This design comes from an exercise in tuning for a short achievable clock period and few clock cycles per item on the open sky130 flow, not from production work. In this exercise RTL edits were held to simulation tests only and were not proved equivalent to the original.

## flow/design.v (module list and top-level ports; edited modules follow where they fit)
// module ex_divider: 92 lines
// module ex_div_init: 54 lines
// module ex_div_mult: 19 lines
// module ex_div_fit: 19 lines
// module ex_div_steps: 47 lines
// module ex_stage: 92 lines
// module ex_alu: 104 lines
// module ex_add_g: 12 lines
// module ex_branch: 13 lines
// module ex_cmp_g: 9 lines
// module ex_shift_g: 16 lines
// module ex_or_res: 16 lines
// module ex_mul_tree: 1684 lines
// module ex_mul_final: 324 lines
// module ex_mul_csa: 14 lines
module ex_stage (
  input  logic        clk,
  input  logic        rst,
  input  logic        stall_hold,
  input  logic [4:0]  exec_in,
  input  logic [2:0]  funct3_in,
  input  logic [4:0]  rdest_in,
  input  logic [31:0] rs1_in,
  input  logic [31:0] rs2_in,
  input  logic [31:0] imm_in,
  input  logic [31:0] addr_in,
  input  logic        we_in,
  input  logic        mux_in,
  output logic [4:0]  ex_rdest_out,
  output logic [31:0] ex_wdata_out,
  output logic        ex_we_out,
  output logic        mem_re_out,
  output logic        mem_we_out,
  output logic [31:0] mem_addr_out,
  output logic [31:0] mem_wdata_out,
  output logic [2:0]  mem_funct3_out,
  output logic        branch_taken_out,
  output logic [31:0] branch_target_out,
  output logic        stall_req_out
);
  // ...
==> flow/flow/run.sh <==
#!/bin/bash
# Layout flow: the standard ORFS flow (standard.sh), synthesis included,
# with these changes:
#  - port buffers are buf_4 instead of the default delay-buffer pick, and the
#    resizer may change a cell's footprint;
#  - timing repair aims for a larger setup margin, so that it keeps improving
#    paths well past the (loose) 16 ns clock;
#  - after global routing's timing repair, one more design repair for slew
#    and capacitance (flow/post_grt.tcl).
# Everything else (SDC, floorplan, power grid, CTS, routing) is the standard flow.
set -euo pipefail
bash standard.sh \
  MATCH_CELL_FOOTPRINT=0 \
  "BUFFER_PORTS_ARGS=-buffer_cell sky130_fd_sc_hd__buf_4" \
  SETUP_SLACK_MARGIN=8 \
  POST_GLOBAL_ROUTE_TCL="$(pwd)/flow/post_grt.tcl" \
  finish > flow_make.log 2>&1
==> flow/flow/post_grt.tcl <==
# Hook run by ORFS at the end of global routing (POST_GLOBAL_ROUTE_TCL).
# The setup repair before it may leave a net above the slew/capacitance
# limits; fix those with one more design repair, legalize, and update the
# global routes and guides incrementally.
global_route -start_incremental
repair_design -verbose -slew_margin 30 -cap_margin 30
detailed_placement
global_route -end_incremental
estimate_parasitics -global_routing
report_check_types -max_slew -max_capacitance -violators
write_guides $::env(RESULTS_DIR)/route.guide
==> flow/standard.sh <==
#!/bin/bash
# synth_recipe.tcl (not shown) runs the flow's synth.tcl, then flattens the netlist and writes it again
# the make line also repeats each setting of config.mk as NAME=value (left out here)
make -C /OpenROAD-flow-scripts/flow DESIGN_CONFIG=/design/flow/config.mk WORK_HOME=/design/flow/orfs CLKGATE_MAP_FILE= SYNTH_SCRIPT=/design/flow/synth_recipe.tcl "${@:-finish}"
==> flow/config.mk <==
export PLATFORM = sky130hd
export DESIGN_NAME = ex_stage
export DESIGN_NICKNAME = ex_stage
export VERILOG_FILES = /design/flow/design.v
export SDC_FILE = /design/flow/constraint.sdc
export NUM_CORES = 4
export LEC_CHECK = 0
export CAP_MARGIN = 20
export CORE_MARGIN = 2
export CORE_UTILIZATION = 40
export SETUP_SLACK_MARGIN = 0.5
export SLEW_MARGIN = 20
export SYNTH_HIERARCHICAL = 1
export SYNTH_MINIMUM_KEEP_SIZE = 0
==> flow/constraint.sdc <==
create_clock -name core_clock -period 16.0 [get_ports {clk}]
set_input_delay 3.2000 -clock core_clock [delete_from_list [all_inputs] [get_ports {clk}]]
set_output_delay 3.2000 -clock core_clock [all_outputs]
set_load 0.01 [all_outputs]
==> impl.org, run 1 <==
** Clock network
- Counting every sink on the clock net gives 549.
- Skew-Pair Late Insertion Delay :: ~0.98 ns
- The clock passes through at most 4 buffers.
- Setup bufs post-CTS :: between 800 and 900

** Final layout
- The number of antenna diodes in the final layout is approximately 140.
- Fraction of area in registers :: 0.06875
- Number of flip-flops under the largest register name :: ~290
- Buffers outside the clock class :: 2,232
- Non-Clock Buffer Area Fraction :: 0.1182
- Final Core Density :: 0.5052
- Counting the inverters off the clock network in the layout gives 1,657.
- Summing all multi-input logic gate instances after layout gives 0.1557 mm^2.

** Global route
- Met3 layer usage reported by global route :: 0.1566
- met2 is the most crowded layer.
- Maximum number of pins on one net before global-route repair :: 112

** Hold path
- Worst Hold Depth :: 2
- Hold Startpoint :: r_mul_done$_SDFFE_PP0P_

** STA
- Setup slack closes at 6.649 ns.
- Final hold analysis gives a worst-case slack of 0.4889 ns.
- After routing, the total negative slack on setup checks comes to 0 ns.
- The clock period could shrink to approximately 9.4 ns.
- # setup viols final :: 0

** Worst setup path
- Delay contributed by the slowest stage of the critical path :: 0.52 ns
- Critical R2R Capture :: u_divider.r_r[31]$_DFFE_PP_
- In this run the worst path has a maximum fanout of 9.
- The worst register-to-register path has a depth of 36.
- STA classifies the critical path startpoint as a primary input.
- Combined buffer and inverter count along the critical path :: 5
- First element of the critical path :: rs2_in[0]
- Counting buffers and inverters, the worst setup path is 13 cells deep.
- Chain of cells forming the critical path :: buf_6 -> mux2i_4 -> bufinv_16 -> buf_12 -> clkbuf_16 -> mux4_2 -> nor2_1 -> a21oi_1 -> o2bb2ai_1 -> a211o_1 -> nor4_2 -> nand3_2 -> buf_4

** Place
- Weighted congestion at the end of routability-driven global placement :: approximately 1.2
- Post-Place Worst Slack :: 3.387 ns
- Number of buffers added on ports :: 286

** Die
- X dimension of the die :: around 650 um
- Placeable core region :: 0.4196 mm^2

** Detailed routing
- 1st-iter DRT viols :: 29,550
- DRC violations left :: 0

** Run status
- The flow ran to the end and the layout has no timing, DRC or antenna violations.

** Synth
- Yosys synthesis warning count :: 16

** Job
- Across the run, the number of max-cap violations was 0.
Testbench counts, summed over its fixed seeds: cycles 94,098, instrs 80,000.
==> module ex_stage, before the edit <==
module ex_stage (
  input  logic        clk,
  input  logic        rst,
  input  logic        stall_hold,
  input  logic [4:0]  exec_in,
  input  logic [2:0]  funct3_in,
  input  logic [4:0]  rdest_in,
  input  logic [31:0] rs1_in,
  input  logic [31:0] rs2_in,
  input  logic [31:0] imm_in,
  input  logic [31:0] addr_in,
  input  logic        we_in,
  input  logic        mux_in,
  output logic [4:0]  ex_rdest_out,
  output logic [31:0] ex_wdata_out,
  output logic        ex_we_out,
  output logic        mem_re_out,
  output logic        mem_we_out,
  output logic [31:0] mem_addr_out,
  output logic [31:0] mem_wdata_out,
  output logic [2:0]  mem_funct3_out,
  output logic        branch_taken_out,
  output logic [31:0] branch_target_out,
  output logic        stall_req_out
);
  ex_stage_pkg::exec_e w_op;
  logic [31:0] w_op2;
  logic        w_mul_op;
  logic [32:0] w_mul_a;
  logic [32:0] w_mul_b;
  logic [63:0] w_prod;
  logic        r_mul_done;
  logic        w_div_op;
  logic        w_div_busy;
  logic        w_div_done;
  logic [31:0] w_div_result;
  assign w_op  = ex_stage_pkg::exec_e'(exec_in);
  assign w_op2 = mux_in ? imm_in : rs2_in;
  assign w_mul_op = (w_op == ex_stage_pkg::EX_MUL) || (w_op == ex_stage_pkg::EX_MULH) ||
                    (w_op == ex_stage_pkg::EX_MULHSU) || (w_op == ex_stage_pkg::EX_MULHU);
  assign w_mul_a  = {((w_op == ex_stage_pkg::EX_MULH) || (w_op == ex_stage_pkg::EX_MULHSU)) && rs1_in[31], rs1_in};
  assign w_mul_b  = {(w_op == ex_stage_pkg::EX_MULH) && w_op2[31], w_op2};
  ex_mul_csa u_mul (
    .clk  (clk),
    .a    (w_mul_a),
    .b    (w_mul_b),
    .prod (w_prod)
  );
  always_ff @(posedge clk) begin
    if (rst)                              r_mul_done <= 1'b0;
    else if (!r_mul_done && w_mul_op)     r_mul_done <= 1'b1;
    else if (r_mul_done && !stall_hold)   r_mul_done <= 1'b0;
  end
  assign w_div_op = (w_op == ex_stage_pkg::EX_DIV) || (w_op == ex_stage_pkg::EX_DIVU) ||
                    (w_op == ex_stage_pkg::EX_REM) || (w_op == ex_stage_pkg::EX_REMU);
  ex_divider u_divider (
    .clk       (clk),
    .rst       (rst),
    .start     (w_div_op),
    .is_signed ((w_op == ex_stage_pkg::EX_DIV) || (w_op == ex_stage_pkg::EX_REM)),
    .want_rem  ((w_op == ex_stage_pkg::EX_REM) || (w_op == ex_stage_pkg::EX_REMU)),
    .a         (rs1_in),
    .b         (w_op2),
    .hold      (stall_hold),
    .busy      (w_div_busy),
    .done      (w_div_done),
    .result    (w_div_result)
  );
  ex_alu u_alu (
    .rst        (rst),
    .exec_in    (exec_in),
    .rs1_in     (rs1_in),
    .rs2_in     (rs2_in),
    .imm_in     (imm_in),
    .addr_in    (addr_in),
    .we_in      (we_in),
    .mux_in     (mux_in),
    .prod       (w_prod),
    .div_result (w_div_result),
    .wdata      (ex_wdata_out),
    .we         (ex_we_out),
    .re         (mem_re_out),
    .mwe        (mem_we_out),
    .agen       (mem_addr_out),
    .taken      (branch_taken_out),
    .target     (branch_target_out)
  );
  assign ex_rdest_out   = rst ? 5'd0  : rdest_in;
  assign mem_wdata_out  = rst ? 32'd0 : rs2_in;
  assign mem_funct3_out = rst ? 3'd0  : funct3_in;
  assign stall_req_out  = !rst && ((w_mul_op && !r_mul_done) || w_div_busy);
endmodule
==> module ex_alu, before the edit <==
module ex_alu (
  input  logic        rst,
  input  logic [4:0]  exec_in,
  input  logic [31:0] rs1_in,
  input  logic [31:0] rs2_in,
  input  logic [31:0] imm_in,
  input  logic [31:0] addr_in,
  input  logic        we_in,
  input  logic        mux_in,
  input  logic [63:0] prod,
  input  logic [31:0] div_result,
  output logic [31:0] wdata,
  output logic        we,
  output logic        re,
  output logic        mwe,
  output logic [31:0] agen,
  output logic        taken,
  output logic [31:0] target
);
  ex_stage_pkg::exec_e w_op;
  logic [31:0] w_op2;
  logic [31:0] w_pc_4;
  assign w_op  = ex_stage_pkg::exec_e'(exec_in);
  assign w_op2 = mux_in ? imm_in : rs2_in;
  logic nr, m0, m1;
  logic s_add, s_sub, s_sll, s_slt, s_sltu, s_xor, s_srl, s_sra, s_or, s_and;
  logic s_lui, s_auipc, s_link, s_jal, s_jalr, s_br, s_load, s_store, s_mul, s_mulh, s_div;
  assign nr      = !rst;
  assign m1      = mux_in;
  assign m0      = !mux_in;
  assign s_add   = nr && (w_op == ex_stage_pkg::EX_ADD);
  assign s_sub   = nr && (w_op == ex_stage_pkg::EX_SUB);
  assign s_sll   = nr && (w_op == ex_stage_pkg::EX_SLL);
  assign s_slt   = nr && (w_op == ex_stage_pkg::EX_SLT);
  assign s_sltu  = nr && (w_op == ex_stage_pkg::EX_SLTU);
  assign s_xor   = nr && (w_op == ex_stage_pkg::EX_XOR);
  assign s_srl   = nr && (w_op == ex_stage_pkg::EX_SRL);
  assign s_sra   = nr && (w_op == ex_stage_pkg::EX_SRA);
  assign s_or    = nr && (w_op == ex_stage_pkg::EX_OR);
  assign s_and   = nr && (w_op == ex_stage_pkg::EX_AND);
  assign s_lui   = nr && (w_op == ex_stage_pkg::EX_LUI);
  assign s_auipc = nr && (w_op == ex_stage_pkg::EX_AUIPC);
  assign s_jal   = nr && (w_op == ex_stage_pkg::EX_JAL);
  assign s_jalr  = nr && (w_op == ex_stage_pkg::EX_JALR);
  assign s_link  = s_jal || s_jalr;
  assign s_br    = nr && (w_op >= ex_stage_pkg::EX_BEQ) && (w_op <= ex_stage_pkg::EX_BGEU);
  assign s_load  = nr && (w_op == ex_stage_pkg::EX_LOAD);
  assign s_store = nr && (w_op == ex_stage_pkg::EX_STORE);
  assign s_mul   = nr && (w_op == ex_stage_pkg::EX_MUL);
  assign s_mulh  = nr && ((w_op == ex_stage_pkg::EX_MULH) || (w_op == ex_stage_pkg::EX_MULHSU) ||
                          (w_op == ex_stage_pkg::EX_MULHU));
  assign s_div   = nr && ((w_op == ex_stage_pkg::EX_DIV) || (w_op == ex_stage_pkg::EX_DIVU) ||
                          (w_op == ex_stage_pkg::EX_REM) || (w_op == ex_stage_pkg::EX_REMU));
  logic [31:0] g_add_r, g_add_i, g_sub_r, g_sub_i, g_auipc, g_sll, g_srl, g_sra;
  logic [31:0] g_tgt_pc, g_tgt_jalr, g_agen;
  logic [31:0] w_early;
  ex_add_g #(.SUB(0)) u_add_r  (.a(rs1_in),  .b(rs2_in), .en(s_add && m0), .s(g_add_r));
  ex_add_g #(.SUB(0)) u_add_i  (.a(rs1_in),  .b(imm_in), .en(s_add && m1), .s(g_add_i));
  ex_add_g #(.SUB(1)) u_sub_r  (.a(rs1_in),  .b(rs2_in), .en(s_sub && m0), .s(g_sub_r));
  ex_add_g #(.SUB(1)) u_sub_i  (.a(rs1_in),  .b(imm_in), .en(s_sub && m1), .s(g_sub_i));
  ex_add_g #(.SUB(0)) u_auipc  (.a(addr_in), .b(imm_in), .en(s_auipc),     .s(g_auipc));
  ex_add_g #(.SUB(0)) u_tgt_pc (.a(addr_in), .b(imm_in), .en(s_jal || s_br), .s(g_tgt_pc));
  ex_add_g #(.SUB(0)) u_tgt_jr (.a(rs1_in),  .b(imm_in), .en(s_jalr),      .s(g_tgt_jalr));
  ex_add_g #(.SUB(0)) u_agen   (.a(rs1_in),  .b(imm_in), .en(nr),          .s(g_agen));
  ex_shift_g u_shift (.a(rs1_in), .shamt(w_op2[4:0]), .en_sll(s_sll), .en_srl(s_srl), .en_sra(s_sra),
                      .sll(g_sll), .srl(g_srl), .sra(g_sra));
  logic        w_set_r, w_set_i;
  logic        w_br_taken;
  ex_branch u_branch (
    .a   (rs1_in),
    .b   (rs2_in),
    .sel ({s_br && (w_op == ex_stage_pkg::EX_BEQ),  s_br && (w_op == ex_stage_pkg::EX_BNE),
           s_br && (w_op == ex_stage_pkg::EX_BLT),  s_br && (w_op == ex_stage_pkg::EX_BGE),
           s_br && (w_op == ex_stage_pkg::EX_BLTU), s_br && (w_op == ex_stage_pkg::EX_BGEU)}),
    .taken (w_br_taken)
  );
  ex_cmp_g u_set_r (.a(rs1_in), .b(rs2_in), .en_lt(s_slt && m0), .en_ltu(s_sltu && m0), .y(w_set_r));
  ex_cmp_g u_set_i (.a(rs1_in), .b(imm_in), .en_lt(s_slt && m1), .en_ltu(s_sltu && m1), .y(w_set_i));
  always_comb begin
    w_early = ({32{s_xor}}   & (rs1_in ^ w_op2))
            | ({32{s_or}}    & (rs1_in | w_op2))
            | ({32{s_and}}   & (rs1_in & w_op2))
            | ({32{s_lui}}   & imm_in)
            | ({32{s_link}}  & w_pc_4)
            | ({32{s_mul}}   & prod[31:0])
            | ({32{s_mulh}}  & prod[63:32])
            | ({32{s_div}}   & div_result);
    taken  = s_link || w_br_taken;
    we     = nr && we_in && !(s_br || s_store || (w_op == ex_stage_pkg::EX_NOP) || (exec_in == 5'd31));
    re     = s_load;
    mwe    = s_store;
  end
  assign w_pc_4 = addr_in + 32'd4;
  assign agen   = g_agen;
  ex_or_res u_or (
    .d0 (g_add_r), .d1 (g_add_i), .d2 (g_sub_r), .d3 (g_sub_i),
    .d4 (g_auipc), .d5 (g_sll),   .d6 (g_srl),   .d7 (g_sra),
    .d8 (w_early),
    .d9 ({31'd0, w_set_r}),
    .d10({31'd0, w_set_i}),
    .y  (wdata)
  );
  assign target = g_tgt_pc | {g_tgt_jalr[31:1], 1'b0};
endmodule
==> run 2: changes to the inputs <==
--- a/flow/design.v
+++ b/flow/design.v
@@ -324,10 +324,23 @@
     .b    (w_mul_b),
     .prod (w_prod)
   );
+  logic w_mul_fast;
+  logic w_mul_neg;
+  ex_mulh_fast u_mulh_fast (
+    .op   (exec_in),
+    .a    (rs1_in),
+    .rs2  (rs2_in),
+    .imm  (imm_in),
+    .mux  (mux_in),
+    .en   (!rst && !r_mul_done),
+    .fast (w_mul_fast),
+    .ones (w_mul_neg)
+  );
+  logic w_mul_stall;
+  assign w_mul_stall = w_mul_op && !r_mul_done && !w_mul_fast;
   always_ff @(posedge clk) begin
-    if (rst)                              r_mul_done <= 1'b0;
-    else if (!r_mul_done && w_mul_op)     r_mul_done <= 1'b1;
-    else if (r_mul_done && !stall_hold)   r_mul_done <= 1'b0;
+    if (rst) r_mul_done <= 1'b0;
+    else     r_mul_done <= w_mul_op && (w_mul_stall || stall_hold);
   end
   assign w_div_op = (w_op == ex_stage_pkg::EX_DIV) || (w_op == ex_stage_pkg::EX_DIVU) ||
                     (w_op == ex_stage_pkg::EX_REM) || (w_op == ex_stage_pkg::EX_REMU);
@@ -354,6 +367,8 @@
     .we_in      (we_in),
     .mux_in     (mux_in),
     .prod       (w_prod),
+    .prod_valid (r_mul_done),
+    .mulh_neg   (w_mul_neg),
     .div_result (w_div_result),
     .wdata      (ex_wdata_out),
     .we         (ex_we_out),
@@ -366,7 +381,7 @@
   assign ex_rdest_out   = rst ? 5'd0  : rdest_in;
   assign mem_wdata_out  = rst ? 32'd0 : rs2_in;
   assign mem_funct3_out = rst ? 3'd0  : funct3_in;
-  assign stall_req_out  = !rst && ((w_mul_op && !r_mul_done) || w_div_busy);
+  assign stall_req_out  = !rst && (w_mul_stall || w_div_busy);
 endmodule
 module ex_alu (
   input  logic        rst,
@@ -378,6 +393,8 @@
   input  logic        we_in,
   input  logic        mux_in,
   input  logic [63:0] prod,
+  input  logic        prod_valid,
+  input  logic        mulh_neg,
   input  logic [31:0] div_result,
   output logic [31:0] wdata,
   output logic        we,
@@ -435,6 +452,8 @@
   ex_shift_g u_shift (.a(rs1_in), .shamt(w_op2[4:0]), .en_sll(s_sll), .en_srl(s_srl), .en_sra(s_sra),
                       .sll(g_sll), .srl(g_srl), .sra(g_sra));
   logic        w_set_r, w_set_i;
+  logic [30:0] w_ones;
+  assign w_ones = {31{mulh_neg}};    
   logic        w_br_taken;
   ex_branch u_branch (
     .a   (rs1_in),
@@ -453,7 +472,7 @@
             | ({32{s_lui}}   & imm_in)
             | ({32{s_link}}  & w_pc_4)
             | ({32{s_mul}}   & prod[31:0])
-            | ({32{s_mulh}}  & prod[63:32])
+            | ({32{s_mulh && prod_valid}}  & prod[63:32])
             | ({32{s_div}}   & div_result);
     taken  = s_link || w_br_taken;
     we     = nr && we_in && !(s_br || s_store || (w_op == ex_stage_pkg::EX_NOP) || (exec_in == 5'd31));
@@ -466,12 +485,47 @@
     .d0 (g_add_r), .d1 (g_add_i), .d2 (g_sub_r), .d3 (g_sub_i),
     .d4 (g_auipc), .d5 (g_sll),   .d6 (g_srl),   .d7 (g_sra),
     .d8 (w_early),
-    .d9 ({31'd0, w_set_r}),
+    .d9 ({w_ones, w_ones[0] | w_set_r}),
     .d10({31'd0, w_set_i}),
     .y  (wdata)
   );
   assign target = g_tgt_pc | {g_tgt_jalr[31:1], 1'b0};
 endmodule
+module ex_mulh_fast (
+  input  logic [4:0]  op,
+  input  logic [31:0] a,
+  input  logic [31:0] rs2,
+  input  logic [31:0] imm,
+  input  logic        mux,
+  input  logic        en,
+  output logic        fast,
+  output logic        ones
+);
+  logic mulh, mulhsu, mulhu;
+  logic az, a_s16, a_u16;
+  logic bz_r, b_s16_r, b_u16_r, bz_i, b_s16_i, b_u16_i;
+  logic bz, b_s16, b_u16, b31;
+  assign mulh    = (op == ex_stage_pkg::EX_MULH);
+  assign mulhsu  = (op == ex_stage_pkg::EX_MULHSU);
+  assign mulhu   = (op == ex_stage_pkg::EX_MULHU);
+  assign az      = (a == 32'd0);
+  assign a_s16   = (a[31:15] == 17'd0) || (a[31:15] == {17{1'b1}});
+  assign a_u16   = (a[31:16] == 16'd0);
+  assign bz_r    = (rs2 == 32'd0);
+  assign b_s16_r = (rs2[31:15] == 17'd0) || (rs2[31:15] == {17{1'b1}});
+  assign b_u16_r = (rs2[31:16] == 16'd0);
+  assign bz_i    = (imm == 32'd0);
+  assign b_s16_i = (imm[31:15] == 17'd0) || (imm[31:15] == {17{1'b1}});
+  assign b_u16_i = (imm[31:16] == 16'd0);
+  assign bz      = mux ? bz_i    : bz_r;
+  assign b_s16   = mux ? b_s16_i : b_s16_r;
+  assign b_u16   = mux ? b_u16_i : b_u16_r;
+  assign b31     = mux ? imm[31] : rs2[31];
+  assign fast    = (mulh   && (az || bz || (a_s16 && b_s16)))
+                || (mulhsu && (az || bz || (a_s16 && b_u16)))
+                || (mulhu  && (az || bz || (a_u16 && b_u16)));
+  assign ones    = en && !az && !bz && ((mulh && (a[31] ^ b31)) || (mulhsu && a[31]));
+endmodule
 module ex_add_g #(
   parameter bit SUB = 1'b0
 ) (
==> impl.org, run 2 <==
** Run status
- Result of the run :: timing/DRC/antenna clean (unchanged)

** Final layout
- The area growth from synthesis to layout is 25.77% (was 25.95%).
- Most frequent standard cell in the layout excluding fill and tap cells :: a21oi_1 (unchanged)
- The share of post-route cells with drive strength above 1 is 0.2247 (was 0.2263).
- Final nets :: 25,860 (was 25,840)
- Most frequent cells in the layout :: a21oi_1 (1,896), ha_1 (1,812), inv_1 (1,539) (was a21oi_1 (1,900), ha_1 (1,814), inv_1 (1,526))
- The flip-flop count of the largest register, all copies and words added was 288 (unchanged).
- Register with the most flip-flops :: u_divider.r_odd (unchanged)
- The final design instance area without fill was 0.2119 mm^2 (was 0.2120 mm^2).
- Biggest registers after layout :: u_divider.r_odd: 288 flops, u_mul.r_row: 188 flops (unchanged)

** Global route
- The wire length of the first global-routing pass was 1,556,000 um (was 1,531,000 um).
- The via count of the first global-routing pass is 182,400 (was 181,800).
- Aggregate global-route resource usage :: 0.5250 (was 0.5128)
- Number of antenna violations at the first check in global routing :: 184 (was 142)
- Busiest metal layer after global routing :: met2 (unchanged)
- The global-route met1 utilization came to 0.6716 (was 0.5742).
- The met2 capacity usage during global routing was 0.6855 (was 0.7459).
- Maximum number of pins on one net before global-route repair :: 141 (was 112)
- The remaining global-route overflow came to 0 (unchanged).
- Met3 layer usage reported by global route :: 0.2685 (was 0.1566)

** Clock network
- Root cell of the clock tree :: clkbuf_16 (unchanged)
- H-tree lvl count :: 3 (unchanged)
- Skew-Pair Late Insertion Delay :: 0.95 ns (was 0.98 ns)
- CTS tree :: done (unchanged)
- The number of sinks driven by the clock tree came to 549 (unchanged).
- The number of setup buffers added after CTS came to 830 (was 853).
- The number of buffers inserted by hold repair at cts was 0 (unchanged).
- The post-CTS clock slew at the launch and capture registers of the worst setup and hold paths is 0.06 ns (was 0.11 ns).
- The number of gates resized after CTS came to 3,068 (was 2,831).
- Number of buffers added by the clock tree synthesis step :: 82 (unchanged)
- The largest buffer count on any clock path is 4 (unchanged).

** Worst setup path
- Endpoint kind of the worst setup timing path :: output pin (unchanged)
- The critical path launch point is imm_in[2] (was rs2_in[0]).
- The worst path required time was 12.80 ns (about the same).
- Crit-path max FO :: 11 (was 9)
- End of the critical path :: ex_wdata_out[17] (was ex_wdata_out[25])
- Chain of cells forming the critical path: buf_12 -> ha_4 -> nor2_1 -> o311ai_4 -> a31oi_4 -> o31a_1 -> a311oi_2 -> nor2_2 -> nor4_4 -> nand3_2 -> buf_4 (was buf_6 -> mux2i_4 -> bufinv_16 -> buf_12 -> clkbuf_16 -> mux4_2 -> nor2_1 -> a21oi_1 -> o2bb2ai_1 -> a211o_1 -> nor4_2 -> nand3_2 -> buf_4).
- Register-to-Register Setup Slack :: 6.53 ns (was 6.74 ns)
- The startpoint of the most critical register-to-register path is u_divider.r_odd[9]$_DFFE_PP_ (was u_divider.r_q[28]$_DFFE_PP_).
- The endpoint of the worst-slack reg-to-reg timing path was u_divider.r_r[17]$_DFFE_PP_ (was u_divider.r_r[31]$_DFFE_PP_).
- The maximum cell stage delay along the critical path is 0.78 ns (was 0.52 ns).
- The master of the slowest instance on the critical path was nor4_4 (was mux4_2).
- CP Data Arrival Time :: 6.48 ns (was 6.15 ns)
- Element type at the critical path start :: primary input (unchanged)
- Class of the most critical setup path :: primary input to output pin (unchanged)
- The count of cells along the worst register-to-register path was 30 (was 36).

** Detailed routing
- Average via count per standard cell :: 7.151 (was 7.097)
- Number of iterations in the first detailed-routing pass :: 13 (was 10)
- The total detailed-routing wirelength was 1,189,000 um (was 1,165,000 um).
- Number of nets with antenna violations after detailed routing :: 0 (unchanged)
- The count of unresolved DRC violations after routing is 0 (unchanged).
- Total number of vias :: 205,400 (was 203,900)
- The DRC marker count from the first detailed-route iteration is 34,330 (was 29,550).
- The detail-routed net length per standard cell is 41.37 um (was 40.56 um).

** Synth
- Yosys synthesis warning count :: 16 (unchanged)
- Number of instances in the synthesized netlist :: 22,190 (was 22,110)
- The cell area after synthesis was 0.1685 mm^2 (was 0.1683 mm^2).
- Average size of a mapped cell :: 7.593 um^2 (was 7.614 um^2)

** Place
- The count of port buffers added during placement is 286 (unchanged).
- The routability congestion estimate from global placement is 1.156 (was 1.165).
- Placed wire-length estimate after detailed placement :: 882,200 um (was 845,600 um)
- The cell area reported after detailed placement came to 0.1776 mm^2 (was 0.1769 mm^2).

** Die
- Starting density of the core :: 0.4012 (about the same)
- X dimension of the die :: 653.0 um (was 652.7 um)
- Die area :: 0.4264 mm^2 (was 0.4260 mm^2)
- The I/O pin count was 287 (unchanged).
- Total number of placement rows :: 238 (unchanged)
- The core box area is 0.4199 mm^2 (was 0.4196 mm^2).
- The floorplan die height came to 653.0 um (was 652.7 um).

** STA
- Setup clock skew after layout :: 0.1553 ns (was 0.1272 ns)
- The slew at the pin with the worst max-slew slack came to 1.267 ns (was 1.224 ns).
- Crit path time final :: 9.678 ns (was 9.351 ns)
- Final Hold Violating Endpoints :: 0 (unchanged)
- The total negative setup slack came to 0 ns (unchanged).
- The achievable frequency was 103.3 MHz (was 106.9 MHz).
- Final worst-path cycle share :: 0.6049 (was 0.5844)
- Worst slew margin relative to its limit :: 0.1437 (was 0.1805)
- The count of pins over their slew limit was 0 (unchanged).
- # setup viols final :: 0 (unchanged)

** Hold path
- Worst Hold Depth :: 1 (was 2)
- Tightest Hold Check Type :: flip-flop to flip-flop (unchanged)

** Job
- Count of max-cap constraint violations :: 0 (unchanged)
-- run 2: metrics by stage --
stage          hold WS [ns]  setup slack, ns    util  std cells
2_1_floorplan        0.5102            7.393       -      22220
3_3_place_gp         0.5660            2.781  0.4229      27190
3_5_place_dp         0.5673            3.165  0.4231      27200
4_1_cts              0.5752            6.579  0.4860      28260
6_report             0.5763            6.322  0.5046      28730
-- run 2: cell type report --
type                       count  area (um^2)
timing repair buffer        2210        24530
antenna                      116        290.3
timing repair inverter        11        97.59
clock buffer                  95         2162
sequential                   549        14570
inverter                    1646         6525
fill                       40190       208000
clock inverter                48        515.5
multi-input combinational  18540       156300
tap                         5520         6907
-- run 2: how the worst min path moves through the flow --
| stage | end | slack, ns | startpoint |
|---|---|---|---|
| 4_1_cts | u_divider.r_state[0]$_SDFFE_PP0P_ | 0.58 | u_divider.r_state[1]$_SDFFE_PP0P_ |
| 3_3_place_gp | u_divider.r_state[0]$_SDFFE_PP0P_ | 0.57 | u_divider.r_state[1]$_SDFFE_PP0P_ |
| 2_1_floorplan | u_divider.r_state[0]$_SDFFE_PP0P_ | 0.51 | u_divider.r_state[1]$_SDFFE_PP0P_ |
| 6_report | u_divider.r_state[0]$_SDFFE_PP0P_ | 0.58 | u_divider.r_state[1]$_SDFFE_PP0P_ |
| 3_5_place_dp | u_divider.r_state[0]$_SDFFE_PP0P_ | 0.57 | u_divider.r_state[1]$_SDFFE_PP0P_ |
-- run 2: worst max-delay path, delay by kind of cell --
kind / cells / cell delay (ns)
and+or+nand+nor: 4 / 1.24
AOI/OAI and AO/OA: 4 / 1.26
buffers and inverters: 2 / 0.38
adders and majority gates: 1 / 0.33
-- run 2: per-layer routing --
layer | part of all wire | wire, um
met1 | 0.38 | 454800
met2 | 0.37 | 437300
met3 | 0.17 | 198000
met4 | 0.080 | 95490
met5 | 0.0026 | 3108
Testbench counts of run 2, summed over its fixed seeds: cycles 92,987, instrs 80,000.
==> module ex_divider, before the edit <==
module ex_divider #(
  parameter int RB    = 4,                      
  parameter int STEPS = 2                       
) (
  input  logic        clk,
  input  logic        rst,
  input  logic        start,
  input  logic        is_signed,
  input  logic        want_rem,
  input  logic [31:0] a,
  input  logic [31:0] b,
  input  logic        hold,
  output logic        busy,
  output logic        done,
  output logic [31:0] result
);
  localparam int B   = RB * STEPS;              
  localparam int NC  = (32 + B - 1) / B;        
  localparam int QW  = B * NC;                  
  localparam int CW  = $clog2(NC + 1);
  localparam int MW  = 32 + RB;                 
  localparam int NO  = 1 << (RB - 1);           
  ex_stage_pkg::div_state_e r_state;
  ex_stage_pkg::div_state_e w_next;
  logic [CW-1:0]    r_cnt;       
  logic [QW-1:0]    r_q;         
  logic [31:0]      r_r;         
  logic [NO*MW-1:0] r_odd;       
  logic             r_neg_q;
  logic             r_neg_r;
  logic             r_want_rem;
  logic             w_div_zero;
  logic [NO*MW-1:0] w_odd;
  logic [CW-1:0]    w_c;
  logic [31:0]      w_r0;
  logic [QW-1:0]    w_q0;
  logic [31:0]      w_r_next;
  logic [QW-1:0]    w_q_next;
  ex_div_init #(.B(B), .NC(NC), .QW(QW), .CW(CW), .RB(RB)) u_init (
    .is_signed (is_signed),
    .a         (a),
    .b         (b),
    .div_zero  (w_div_zero),
    .odd       (w_odd),
    .c         (w_c),
    .r0        (w_r0),
    .q0        (w_q0)
  );
  ex_div_steps #(.RB(RB), .STEPS(STEPS), .QW(QW)) u_steps (
    .r      (r_r),
    .q      (r_q),
    .odd    (r_odd),
    .r_next (w_r_next),
    .q_next (w_q_next)
  );
  always_comb begin
    w_next = r_state;
    case (r_state)
      ex_stage_pkg::DIV_IDLE: if (start) w_next = (w_c == '0) ? ex_stage_pkg::DIV_DONE : ex_stage_pkg::DIV_BUSY;
      ex_stage_pkg::DIV_BUSY: if (r_cnt == CW'(1)) w_next = ex_stage_pkg::DIV_DONE;
      ex_stage_pkg::DIV_DONE: if (!hold) w_next = ex_stage_pkg::DIV_IDLE;
      default:  w_next = ex_stage_pkg::DIV_IDLE;
    endcase
  end
  always_ff @(posedge clk) begin
    if (rst) r_state <= ex_stage_pkg::DIV_IDLE;
    else     r_state <= w_next;
  end
  always_ff @(posedge clk) begin
    case (r_state)
      ex_stage_pkg::DIV_IDLE: begin
        r_want_rem <= want_rem;
        r_cnt      <= w_c;
        r_r        <= w_r0;
        r_q        <= w_q0;
        r_odd      <= w_odd;
        r_neg_q    <= is_signed && (a[31] ^ b[31]) && !w_div_zero;
        r_neg_r    <= is_signed && a[31];
      end
      ex_stage_pkg::DIV_BUSY: begin
        r_cnt <= r_cnt - CW'(1);
        r_r   <= w_r_next;
        r_q   <= w_q_next;
      end
      default: ;
    endcase
  end
  assign busy   = ((r_state == ex_stage_pkg::DIV_IDLE) && start) || (r_state == ex_stage_pkg::DIV_BUSY);
  assign done   = (r_state == ex_stage_pkg::DIV_DONE);
  assign result = r_want_rem ? (r_neg_r ? (32'd0 - r_r) : r_r)
                             : (r_neg_q ? (32'd0 - r_q[31:0]) : r_q[31:0]);
endmodule
==> module ex_div_init, before the edit <==
module ex_div_init #(
  parameter int B  = 8,
  parameter int NC = 4,
  parameter int QW = 32,
  parameter int CW = 3,
  parameter int RB = 4
) (
  input  logic                         is_signed,
  input  logic [31:0]                  a,
  input  logic [31:0]                  b,
  output logic                         div_zero,
  output logic [(1<<(RB-1))*(32+RB)-1:0] odd,
  output logic [CW-1:0]                c,
  output logic [31:0]                  r0,
  output logic [QW-1:0]                q0
);
  localparam int MW = 32 + RB;
  localparam int NO = 1 << (RB - 1);
  logic          sa, sb;
  logic [31:0]   mag_a;
  logic [31:0]   mag_b;
  logic [NC-1:0] fits;         
  assign sa       = is_signed && a[31];
  assign sb       = is_signed && b[31];
  assign div_zero = (b == 32'd0);
  assign mag_a    = sa ? (32'd0 - a) : a;
  assign mag_b    = sb ? (32'd0 - b) : b;
  for (genvar i = 0; i < NO; i++) begin : g_odd
    ex_div_mult #(.K(2 * i + 1), .W(MW)) u_mult (.d(mag_b), .m(odd[MW*i +: MW]));
  end
  for (genvar k = 0; k < NC; k++) begin : g_fit
    ex_div_fit #(.SH(B * k)) u_fit (
      .a1 (a ^ {32{sa}}),
      .b1 (b ^ {32{sb}}),
      .sa (sa),
      .sb (sb),
      .fit(fits[k])
    );
  end
  always_comb begin
    c = CW'(NC);
    for (int k = NC - 1; k >= 0; k--) if (fits[k]) c = CW'(k);
    if (div_zero) c = '0;
    r0 = 32'd0;
    q0 = QW'(mag_a);
    for (int k = 0; k < NC; k++) begin
      if (c == CW'(k)) begin
        r0 = mag_a >> (B * k);
        q0 = QW'(mag_a) << (QW - B * k);
      end
    end
    if (div_zero) q0 = {QW{1'b1}};
  end
endmodule
==> run 3: changes to the inputs <==
--- a/flow/design.v
+++ b/flow/design.v
@@ -45,7 +45,8 @@
 `default_nettype none
 module ex_divider #(
   parameter int RB    = 4,                      
-  parameter int STEPS = 2                       
+  parameter int STEPS = 2,                      
+  parameter int RL    = 2                       
 ) (
   input  logic        clk,
   input  logic        rst,
@@ -60,8 +61,8 @@
   output logic [31:0] result
 );
   localparam int B   = RB * STEPS;              
-  localparam int NC  = (32 + B - 1) / B;        
-  localparam int QW  = B * NC;                  
+  localparam int NC  = (32 - RL + B - 1) / B;   
+  localparam int QW  = RL + B * NC;             
   localparam int CW  = $clog2(NC + 1);
   localparam int MW  = 32 + RB;                 
   localparam int NO  = 1 << (RB - 1);           
@@ -81,7 +82,7 @@
   logic [QW-1:0]    w_q0;
   logic [31:0]      w_r_next;
   logic [QW-1:0]    w_q_next;
-  ex_div_init #(.B(B), .NC(NC), .QW(QW), .CW(CW), .RB(RB)) u_init (
+  ex_div_init #(.B(B), .NC(NC), .QW(QW), .CW(CW), .RB(RB), .T0(RL)) u_init (
     .is_signed (is_signed),
     .a         (a),
     .b         (b),
@@ -132,15 +133,23 @@
   end
   assign busy   = ((r_state == ex_stage_pkg::DIV_IDLE) && start) || (r_state == ex_stage_pkg::DIV_BUSY);
   assign done   = (r_state == ex_stage_pkg::DIV_DONE);
-  assign result = r_want_rem ? (r_neg_r ? (32'd0 - r_r) : r_r)
-                             : (r_neg_q ? (32'd0 - r_q[31:0]) : r_q[31:0]);
+  ex_div_last #(.RB(RB), .RL(RL), .QW(QW)) u_last (
+    .r        (r_r),
+    .q        (r_q),
+    .odd      (r_odd),
+    .neg_q    (r_neg_q),
+    .neg_r    (r_neg_r),
+    .want_rem (r_want_rem),
+    .result   (result)
+  );
 endmodule
 module ex_div_init #(
   parameter int B  = 8,
   parameter int NC = 4,
   parameter int QW = 32,
   parameter int CW = 3,
-  parameter int RB = 4
+  parameter int RB = 4,
+  parameter int T0 = 0                          
 ) (
   input  logic                         is_signed,
   input  logic [31:0]                  a,
@@ -166,7 +175,7 @@
     ex_div_mult #(.K(2 * i + 1), .W(MW)) u_mult (.d(mag_b), .m(odd[MW*i +: MW]));
   end
   for (genvar k = 0; k < NC; k++) begin : g_fit
-    ex_div_fit #(.SH(B * k)) u_fit (
+    ex_div_fit #(.SH(T0 + B * k)) u_fit (
       .a1 (a ^ {32{sa}}),
       .b1 (b ^ {32{sb}}),
       .sa (sa),
@@ -182,11 +191,11 @@
     q0 = QW'(mag_a);
     for (int k = 0; k < NC; k++) begin
       if (c == CW'(k)) begin
-        r0 = mag_a >> (B * k);
-        q0 = QW'(mag_a) << (QW - B * k);
+        r0 = mag_a >> (T0 + B * k);
+        q0 = QW'(mag_a) << (QW - T0 - B * k);
       end
     end
-    if (div_zero) q0 = {QW{1'b1}};
+    if (div_zero) q0 = q0 | QW'(32'hFFFF_FFFF);
   end
 endmodule
 module ex_div_mult #(
@@ -227,6 +236,62 @@
   assign t   = cs + cc;
   assign fit = t[W-1];
 endmodule
+module ex_div_last #(
+  parameter int RB = 4,                         
+  parameter int RL = 2,                         
+  parameter int QW = 34
+) (
+  input  logic [31:0]                    r,
+  input  logic [QW-1:0]                  q,
+  input  logic [(1<<(RB-1))*(32+RB)-1:0] odd,
+  input  logic                           neg_q,
+  input  logic                           neg_r,
+  input  logic                           want_rem,
+  output logic [31:0]                    result
+);
+  localparam int OW = 32 + RB;                  
+  localparam int MW = 32 + RL;
+  localparam int NM = (1 << RL) - 1;
+  logic [MW-1:0] mult [1:NM];
+  for (genvar k = 1; k <= NM; k++) begin : g_mult
+    localparam int TZ = (k % 2 == 1) ? 0 : (k % 4 == 2) ? 1 : (k % 8 == 4) ? 2 : 3;
+    localparam int OI = (k >> TZ) >> 1;
+    assign mult[k] = MW'(odd[OW*OI +: OW]) << TZ;
+  end
+  logic [MW-1:0] rr;
+  logic [NM+1:1] ge;
+  logic [MW:0]   t [1:NM];
+  logic [31:0]   qh_pos, qh_neg, qh_inv;
+  assign rr = {r, q[QW-1 -: RL]};
+  for (genvar k = 1; k <= NM; k++) begin : g_cmp
+    assign t[k]  = {1'b0, rr} - {1'b0, mult[k]};
+    assign ge[k] = !t[k][MW];
+  end
+  assign ge[NM+1] = 1'b0;
+  assign qh_pos = {q[31-RL:0], RL'(0)};
+  assign qh_neg = 32'd0 - qh_pos;
+  assign qh_inv = ~qh_pos;
+  always_comb begin
+    logic pr, nr, pq, nq;
+    pr = want_rem && !neg_r;
+    nr = want_rem && neg_r;
+    pq = !want_rem && !neg_q;
+    nq = !want_rem && neg_q;
+    result = ({32{!ge[1] && pr}} & rr[31:0])
+           | ({32{!ge[1] && nr}} & (32'd0 - rr[31:0]))
+           | ({32{!ge[1] && pq}} & qh_pos)
+           | ({32{!ge[1] && nq}} & qh_neg);
+    for (int k = 1; k <= NM; k++) begin
+      logic sk;
+      sk = ge[k] && !ge[k+1];
+      result = result
+             | ({32{sk && pr}} & t[k][31:0])
+             | ({32{sk && nr}} & (mult[k][31:0] - rr[31:0]))
+             | ({32{sk && pq}} & (qh_pos | 32'(k)))
+             | ({32{sk && nq}} & {qh_inv[31:RL], RL'(-k)});
+    end
+  end
+endmodule
 module ex_div_steps #(
   parameter int RB    = 4,
   parameter int STEPS = 2,
@@ -501,30 +566,37 @@
   output logic        fast,
   output logic        ones
 );
+  localparam int NW = 7;
+  localparam logic [8*NW-1:0] WA = {8'd28, 8'd4, 8'd20, 8'd12, 8'd24, 8'd8, 8'd16};
   logic mulh, mulhsu, mulhu;
-  logic az, a_s16, a_u16;
-  logic bz_r, b_s16_r, b_u16_r, bz_i, b_s16_i, b_u16_i;
-  logic bz, b_s16, b_u16, b31;
-  assign mulh    = (op == ex_stage_pkg::EX_MULH);
-  assign mulhsu  = (op == ex_stage_pkg::EX_MULHSU);
-  assign mulhu   = (op == ex_stage_pkg::EX_MULHU);
-  assign az      = (a == 32'd0);
-  assign a_s16   = (a[31:15] == 17'd0) || (a[31:15] == {17{1'b1}});
-  assign a_u16   = (a[31:16] == 16'd0);
-  assign bz_r    = (rs2 == 32'd0);
-  assign b_s16_r = (rs2[31:15] == 17'd0) || (rs2[31:15] == {17{1'b1}});
-  assign b_u16_r = (rs2[31:16] == 16'd0);
-  assign bz_i    = (imm == 32'd0);
-  assign b_s16_i = (imm[31:15] == 17'd0) || (imm[31:15] == {17{1'b1}});
-  assign b_u16_i = (imm[31:16] == 16'd0);
-  assign bz      = mux ? bz_i    : bz_r;
-  assign b_s16   = mux ? b_s16_i : b_s16_r;
-  assign b_u16   = mux ? b_u16_i : b_u16_r;
-  assign b31     = mux ? imm[31] : rs2[31];
-  assign fast    = (mulh   && (az || bz || (a_s16 && b_s16)))
-                || (mulhsu && (az || bz || (a_s16 && b_u16)))
-                || (mulhu  && (az || bz || (a_u16 && b_u16)));
-  assign ones    = en && !az && !bz && ((mulh && (a[31] ^ b31)) || (mulhsu && a[31]));
+  logic az, bz_r, bz_i, bz, b31;
+  logic [NW-1:0] a_s, a_u, b_s_r, b_u_r, b_s_i, b_u_i, b_s, b_u;
+  assign mulh   = (op == ex_stage_pkg::EX_MULH);
+  assign mulhsu = (op == ex_stage_pkg::EX_MULHSU);
+  assign mulhu  = (op == ex_stage_pkg::EX_MULHU);
+  assign az     = (a == 32'd0);
+  assign bz_r   = (rs2 == 32'd0);
+  assign bz_i   = (imm == 32'd0);
+  assign bz     = mux ? bz_i : bz_r;
+  assign b31    = mux ? imm[31] : rs2[31];
+  always_comb begin
+    for (int j = 0; j < NW; j++) begin
+      int w;
+      w = int'(WA[8*j +: 8]);
+      a_s[j]   = ((a   >> (w - 1)) == 32'd0) || ((~a   >> (w - 1)) == 32'd0);
+      a_u[j]   =  (a   >> w) == 32'd0;
+      b_s_r[j] = ((rs2 >> (31 - w)) == 32'd0) || ((~rs2 >> (31 - w)) == 32'd0);
+      b_u_r[j] =  (rs2 >> (32 - w)) == 32'd0;
+      b_s_i[j] = ((imm >> (31 - w)) == 32'd0) || ((~imm >> (31 - w)) == 32'd0);
+      b_u_i[j] =  (imm >> (32 - w)) == 32'd0;
+    end
+  end
+  assign b_s = mux ? b_s_i : b_s_r;
+  assign b_u = mux ? b_u_i : b_u_r;
+  assign fast = (mulh   && (az || bz || |(a_s & b_s)))
+             || (mulhsu && (az || bz || |(a_s & b_u)))
+             || (mulhu  && (az || bz || |(a_u & b_u)));
+  assign ones = en && !az && !bz && ((mulh && (a[31] ^ b31)) || (mulhsu && a[31]));
 endmodule
 module ex_add_g #(
   parameter bit SUB = 1'b0
==> impl.org, run 3 <==
** Run status
- Result of the run: timing/DRC/antenna clean (unchanged).

** Worst setup path
- Chain of cells forming the critical path: buf_6 -> buf_12 -> buf_16 -> clkinvlp_4 -> buf_4 -> ha_4 -> nand3_2 -> o22ai_4 -> nor2_4 -> o31ai_4 -> buf_6 -> o21a_4 -> o21ai_4 -> buf_4 -> buf_4 -> nand3_4 -> o21ai_1 -> o22ai_2 -> nand4_1 -> a222oi_1 -> nand3_2 -> nor3_2 -> nand3_2 -> buf_6 (was buf_12 -> ha_4 -> nor2_1 -> o311ai_4 -> a31oi_4 -> o31a_1 -> a311oi_2 -> nor2_2 -> nor4_4 -> nand3_2 -> buf_4).
- The maximum cell stage delay along the critical path was 0.84 ns (was 0.78 ns).
- Worst-path cell with the longest stage delay :: nand4_1 (was nor4_4)
- The startpoint-to-endpoint class of the critical path was flip-flop to output pin (was primary input to output pin).
- The highest net fanout along the worst path is 6 (was 11).
- Endpoint kind of the worst setup timing path :: output pin (unchanged)
- Cell family contributing the most delay on the critical path :: simple AND/OR/NAND/NOR gates (was compound AO/OA/AOI/OAI gates)
- The critical path data arrival time was 6.78 ns (was 6.48 ns).
- The kind of launch point of the worst setup path is a flip-flop (was primary input).
- The critical path buffer and inverter count was 9 (was 2).
- The worst path required time was 12.80 ns (about the same).

** Die
- The number of placement rows was 246 (was 238).
- Die area :: 0.4573 mm^2 (was 0.4264 mm^2)
- Placeable core region :: 0.4494 mm^2 (was 0.4199 mm^2)
- The I/O pin count was 287 (unchanged).
- The horizontal die dimension came to 676.2 um (was 653.0 um).
- Starting density of the core :: 0.4022 (was 0.4012)
- Die Height :: 676.2 um (was 653.0 um)

** Global route
- Number of antenna violations at the first check in global routing :: 162 (was 184)
- The remaining global-route overflow came to 0 (unchanged).
- The total global-route track usage is 0.5636 (was 0.5250).
- The maximum number of pins on one net before global-route repair was 141 (unchanged).
- Via count of the first global-routing pass :: 203,000 (was 182,400)
- First-pass GRT wire length :: 1,794,000 um (was 1,556,000 um)

** STA
- Accumulated negative setup slack :: 0 ns (unchanged)
- The count of endpoints failing setup in the final report is 0 (unchanged).
- Final worst-path cycle share :: 0.6239 (was 0.6049)
- Slew of the pin with the lowest slew margin :: 1.387 ns (was 1.267 ns)
- Fmax :: 100.2 MHz (was 103.3 MHz)
- The final worst clock skew came to 0.08745 ns (was 0.1553 ns).
- Worst Setup Slack, final :: 6.018 ns (was 6.322 ns)
- Number of max-slew violations in the final report :: 0 (unchanged)
- Final Hold Violating Endpoints :: 0 (unchanged)
- The normalized max-slew margin was 0.06881 (was 0.1437).
- The shortest period the worst path allows was 9.982 ns (was 9.678 ns).

** Clock network
- Number of buffers added by the clock tree synthesis step :: 85 (was 82)
- The clock tree root buffer cell is clkbuf_16 (unchanged).
- The maximum level of the CTS H-tree is 3 (unchanged).
- The largest buffer count on any clock path was 4 (unchanged).
- The number of gates resized after CTS came to 3,555 (was 3,068).
- Post-CTS Hold Fix Bufs :: 0 (unchanged)
- Count of clock tree sinks :: 551 (was 549)
- Setup bufs post-CTS :: 1,098 (was 830)
- Clk pin slew, worst setup/hold paths :: 0.07 ns (was 0.06 ns)
- Skew-Pair Late Insertion Delay :: 0.97 ns (was 0.95 ns)
- The CTS tree is done (unchanged).

** Synth
- The mean instance size in the synthesized netlist is 7.525 um^2 (was 7.593 um^2).
- Mapped Area :: 0.1808 mm^2 (was 0.1685 mm^2)
- The number of instances in the synthesized netlist came to 24,020 (was 22,190).
- The total number of yosys warnings came to 20 (was 16).

** Detailed routing
- The count of unresolved DRC violations after routing was 0 (unchanged).
- The ratio of routed vias to standard cells is 7.244 (was 7.151).
- WL per Instance :: 43.43 um (was 41.37 um)
- Number of nets with antenna violations after detailed routing :: 0 (unchanged)
- Total number of vias :: 228,300 (was 205,400)
- The total detailed-routing wirelength is 1,369,000 um (was 1,189,000 um).
- The DRC marker count from the first detailed-route iteration was 35,280 (was 34,330).
- The detailed-router iteration count before antenna repair came to 15 (was 13).

** Final layout
- P&R area growth vs syn :: 29.21% (was 25.77%)
- Most frequent standard cell in the layout excluding fill and tap cells :: a21oi_1 (unchanged)
- The share of post-route cells with drive strength above 1 is 0.2434 (was 0.2247).
- Biggest registers after layout :: u_divider.r_odd: 288 flops, u_mul.r_row: 188 flops, u_divider.r_q: 34 flops (was u_divider.r_odd: 288 flops, u_mul.r_row: 188 flops)
- The number of fillers in the final layout is 42,960 (was 40,190).
- Most frequent cells in the layout :: a21oi_1 (2,068), ha_1 (1,899), buf_4 (1,811) (was a21oi_1 (1,896), ha_1 (1,812), inv_1 (1,539))
- The total number of nets in the final design is 28,340 (was 25,860).
- Number of flip-flops under the largest register name :: 288 (unchanged)
- The register name with the most flops was u_divider.r_odd (unchanged).

** Place
- Placed wire-length estimate after detailed placement :: 999,800 um (was 882,200 um)
- The routability congestion estimate from global placement is 1.191 (was 1.156).
- Number of buffers added on ports :: 286 (unchanged)
- The pre-CTS setup slack is 3.697 ns (was 3.165 ns).

** Job
- Count of max-cap constraint violations :: 0 (unchanged)

** Hold path
- The worst hold-check path type was flip-flop to flip-flop (unchanged).
-- run 3: cell type report --
class | count | area, um^2 | share of cell area
inverter | 1859 | 7320 | 0.03134
sequential | 551 | 14630 | 0.06266
timing repair buffer | 2742 | 29990 | 0.1284
clock inverter | 53 | 619.3 | 0.002652
antenna | 197 | 493.0 | 0.002111
clock buffer | 98 | 2262 | 0.009686
multi-input combinational | 20050 | 170700 | 0.7309
tap | 5952 | 7447 | 0.03189
timing repair inverter | 9 | 95.09 | 0.0004071
-- run 3: routing by layer --
metal	share of wire	vias to the layer above	wire [um]	global-route usage
met5	0.00029	-	402	0.009372
met4	0.14	50	193900	0.6050
met3	0.14	7134	191400	0.2409
met2	0.38	19780	526600	0.7814
met1	0.33	109400	456400	0.6170
li1	-	91930	-	-
-- run 3: metrics by stage --
step           utilization  hold WS [ns]  instance area, um^2  cells
6_report            0.5197        0.6329               233600  31520
3_3_place_gp        0.4229        0.6020               190100  29430
4_1_cts             0.4930        0.6302               221600  30790
3_5_place_dp        0.4236        0.6189               190400  29440
2_1_floorplan            -        0.5360               182500  24060
-- run 3: path summary, 6_finish.rpt --
check / cells past startpoint / slack, ns / to / start
setup / recovery: 24 / 6.02 / ex_wdata_out[7] / u_divider.r_r[3]$_DFFE_PP_
hold / removal: 1 / 0.63 / u_divider.r_cnt[0]$_DFFE_PP_ / u_divider.r_cnt[0]$_DFFE_PP_
setup reg to reg: 44 / 6.57 / u_divider.r_r[27]$_DFFE_PP_ / u_divider.r_q[32]$_DFFE_PP_
hold reg to reg: 1 / 0.63 / u_divider.r_cnt[0]$_DFFE_PP_ / u_divider.r_cnt[0]$_DFFE_PP_
-- run 3: worst reg2reg max path: cells and delay by family (launching register included) --
kind | cells | cell delay [ns]
AND/OR/NAND/NOR | 4 | 0.95
multiplexers | 2 | 0.53
AO/OA/AOI/OAI | 17 | 3.95
buffers and inverters | 18 | 2.76
flip-flops | 1 | 0.45
XOR/XNOR | 1 | 0.15
adder cells (fa/ha/maj) | 2 | 0.47
Testbench counts of run 3, summed over its fixed seeds: cycles 92,217, instrs 80,000.

-- separate check: timing with driven ports --
The flow's constraints put no driver on any port. The routed layouts listed below were extracted and timed again, unchanged, in two steps.
Step 1 (the two cells are an assumption about what drives the block):
set clk [get_ports {clk}]
set_driving_cell -lib_cell sky130_fd_sc_hd__clkbuf_16 $clk
set_driving_cell -lib_cell sky130_fd_sc_hd__buf_2 [delete_from_list [all_inputs] $clk]
Step 2 times the ports against the registers' clock, not the clock port: input delays grow and output delays shrink by t, the midpoint of the rising clock arrivals with the driver on.
Three values: no drivers, after step 1, after step 2; two values: the first two.
run	t, ns	slack for setup (ns)	worst slew at a driven data input, ns
run 1	1.042	6.649 / 6.392 / 6.392	0.46
run 2	0.961	6.322 / 5.997 / 5.997	0.60
run 3	1.058	6.018 / 5.889 / 6.020	0.81
After both steps every run listed still meets setup and hold. The setup slack of run 2, which loses most, moves by -0.325 ns with the drivers and by -0.325 ns with both steps.
